This is an optimization exercise on Yosys and OpenROAD, whose aim is small area, a short achievable clock period and few clock cycles per item, not a production implementation. Where RTL was checked, it was by simulation tests only, not by an equivalence proof against the original. Power figures rest on the tool's default switching activity, not on a simulated workload.

// vector_floating_point_divide_unit_iterative
module vector_floating_point_divide_unit_iterative #(
  parameter int VLEN = 128,
  parameter int SEW  = 32
) (
  input  logic            clock,
  input  logic            reset,
  input  logic            flush,
  input  logic            in_valid,
  output logic            in_ready,
  input  logic            reverse,
  input  logic [VLEN-1:0] vs2,
  input  logic [VLEN-1:0] vs1,
  output logic            out_valid,
  input  logic            out_ready,
  output logic [VLEN-1:0] vd,
  output logic [4:0]      fflags
);
Size: about 5,000 cells after synthesis, roughly 520 flip-flops, roughly 400 I/O pins, ~47,000 um2 of cells after synthesis.
Settings: LEC_CHECK=0, ABC_CLOCK_PERIOD_IN_PS=2500, CAP_MARGIN=20, CORE_MARGIN=2, CORE_UTILIZATION=40, SLEW_MARGIN=20; clock period 5.5 ns.
run.sh (not shown) runs the stock make flow with config.mk's settings and CLKGATE_MAP_FILE= SYNTH_SCRIPT=/design/flow/synth_recipe.tcl, a recipe that flattens the netlist after the stock synthesis.
Edit:
--- a/flow/config.mk
+++ b/flow/config.mk
@@ -6,5 +6,4 @@
 export NUM_CORES = 4
 export LEC_CHECK = 0
-export ABC_CLOCK_PERIOD_IN_PS = 2500
 export CAP_MARGIN = 20
 export CORE_MARGIN = 2
Result: The changed run ran to the end with no violations; final cell count stays the same; maximum frequency does not change; die area is unchanged.
No run of this note included a check of the RTL's function; only the layout flow was run.


Another version of the RTL of vector_floating_point_divide_unit_iterative (not shown whole).
Size in the first run: roughly 5300 cells after synthesis, about 550 flip-flops, ~400 I/O pins, ~49000 sq um of cells after synthesis.
export LEC_CHECK = 0
export CAP_MARGIN = 20
export CORE_MARGIN = 2
export CORE_UTILIZATION = 40
export SETUP_SLACK_MARGIN = 1.5
export SLEW_MARGIN = 20
create_clock -name core_clock -period 5.5 [get_ports {clock}]
Testbench counts at the start, summed over its fixed seeds: cycles 26,904, items 1,920.
Then changed:
==> flow/flow/run.sh (new file) <==
#!/bin/bash
set -o pipefail
cp standard.sh standard_sh.txt
export BUFFER_PORTS_ARGS="-buffer_cell sky130_fd_sc_hd__buf_1"
bash standard.sh > standard.log 2>&1
==> flow/standard.sh (new file) <==
#!/bin/bash
# synth_recipe.tcl (not shown) runs the flow's synth.tcl, then flattens the netlist and writes it again
# the make line also repeats each setting of config.mk as NAME=value (left out here)
make -C /OpenROAD-flow-scripts/flow DESIGN_CONFIG=/design/flow/config.mk WORK_HOME=/design/flow/orfs CLKGATE_MAP_FILE= SYNTH_SCRIPT=/design/flow/synth_recipe.tcl "${@:-finish}"
Settings changed: CTS_BUF_LIST set to sky130_fd_sc_hd__clkbuf_4 sky130_fd_sc_hd__clkbuf_8.
removed: flow/run.sh
Result:
- flip-flop and latch count stays the same
- power decreases by a few percent
- cell count climbs slightly
Then changed:
==> flow/run.sh (new file) <==
#!/bin/bash
# synth_recipe.tcl (not shown) runs the flow's synth.tcl, then flattens the netlist and writes it again
# the make line also repeats each setting of config.mk as NAME=value (left out here)
make -C /OpenROAD-flow-scripts/flow DESIGN_CONFIG=/design/flow/config.mk WORK_HOME=/design/flow/orfs CLKGATE_MAP_FILE= SYNTH_SCRIPT=/design/flow/synth_recipe.tcl finish
Settings changed: CTS_BUF_LIST sky130_fd_sc_hd__clkbuf_4 sky130_fd_sc_hd__clkbuf_8 to unset, SETUP_SLACK_MARGIN 1.5 to 2.6.
removed: flow/flow/run.sh
removed: flow/standard.sh
Outcome:
- die area is unchanged
- maximum frequency grows by 2.9%
- first-iteration DRC count rose by 13%
- via count goes up by 8.3%
- critical path depth went up by 2
Then changed:
Settings changed: SETUP_SLACK_MARGIN 2.6 to 2.1.
Synthesized area stays the same; final cell count is lower by a few percent; via count is lower by a few percent; die area does not change; sequential cell count is unchanged; non-clock buffer count decreases by 302; clock power grows by a few percent; sequential share of layout area rose by 1.6 points; setup slack degrades by 39 ps.


Another version of the RTL of vector_floating_point_divide_unit_iterative (not shown whole).
For scale: roughly 5100 cells after synthesis, ~650 flip-flops, about 400 I/O pins.
export LEC_CHECK = 0
export CAP_MARGIN = 20
export CORE_MARGIN = 2
export CORE_UTILIZATION = 40
export SETUP_SLACK_MARGIN = 1.5
export SLEW_MARGIN = 20
create_clock -name core_clock -period 5.5 [get_ports {clock}]
standard.sh (not shown) runs the stock make flow with config.mk's settings and CLKGATE_MAP_FILE= SYNTH_SCRIPT=/design/flow/synth_recipe.tcl, a recipe that flattens the netlist after the stock synthesis.
==> flow/flow/run.sh <==
#!/bin/bash
set -o pipefail
cp standard.sh standard_sh.txt
export BUFFER_PORTS_ARGS="-buffer_cell sky130_fd_sc_hd__buf_1"
bash standard.sh > standard.log 2>&1
The first run completed with no timing, DRC or antenna violations.
Next try:
--- a/flow/config.mk
+++ b/flow/config.mk
@@ -8,5 +8,5 @@
 export CAP_MARGIN = 20
 export CORE_MARGIN = 2
-export CORE_UTILIZATION = 40
+export CORE_UTILIZATION = 50
 export SETUP_SLACK_MARGIN = 1.5
 export SLEW_MARGIN = 20
Outcome:
- The new run produced a clean layout
- utilization went up by 11 points
- wire length went down by 3.8%
- clock power went down by about 7%
- setup slack got worse by 32 ps
- total power went down by 1.6%
No functional check of the RTL was part of any run of this note.

## afterwards: timing with drivers on the ports
The flow's constraints put no driver on any port. The routed layouts listed below were extracted and timed again, unchanged, in two steps.
Step 1 sets driving cells, clkbuf_16 on the clock port and buf_2 on the other inputs (assumed; they add their load-dependent delay and slew).
Step 2 adds t to the input delays and takes it off the output delays; t is the mean of the earliest and latest rising clock arrival at the registers after step 1. Input paths then give back, and output paths get back, about the clock's delay inside the block.
Three values: ideal ports, drivers, drivers and shift; two values: the first two.
| run | t, ns | slack for setup (ns) | latest minus earliest clock arrival (ns) | worst slew at a driven data input, ns | cell pins on the clock port's net |
|---|---|---|---|---|---|
| the first run of note 1 | 0.703 | 0.647 / 0.647 / 0.647 | 0.034 / 0.034 | 0.15 | 1 |
| the second run of note 1 | 0.703 | 0.647 / 0.647 / 0.647 | 0.034 / 0.034 | 0.15 | 1 |
| the first run of note 2 | 0.703 | 1.566 / 1.566 / 0.984 | 0.031 / 0.031 | 0.20 | 1 |
| the second run of note 2 | 0.869 | 1.516 / 1.516 / 0.865 | 0.047 / 0.047 | 0.18 | 1 |
| the third run of note 2 | 0.722 | 1.629 / 1.629 / 1.103 | 0.036 / 0.037 | 0.44 | 1 |
| the fourth run of note 2 | 0.704 | 1.590 / 1.590 / 1.192 | 0.022 / 0.022 | 0.23 | 1 |
| the first run of note 3 | 0.727 | 1.604 / 1.604 / 0.984 | 0.025 / 0.024 | 0.10 | 1 |
| the second run of note 3 | 0.708 | 1.572 / 1.572 / 1.019 | 0.035 / 0.035 | 0.13 | 1 |
After both steps every run listed still meets setup and hold. The setup slack of the second run of note 2, which loses most, moves by 0.000 ns with the drivers and by -0.651 ns with both steps.
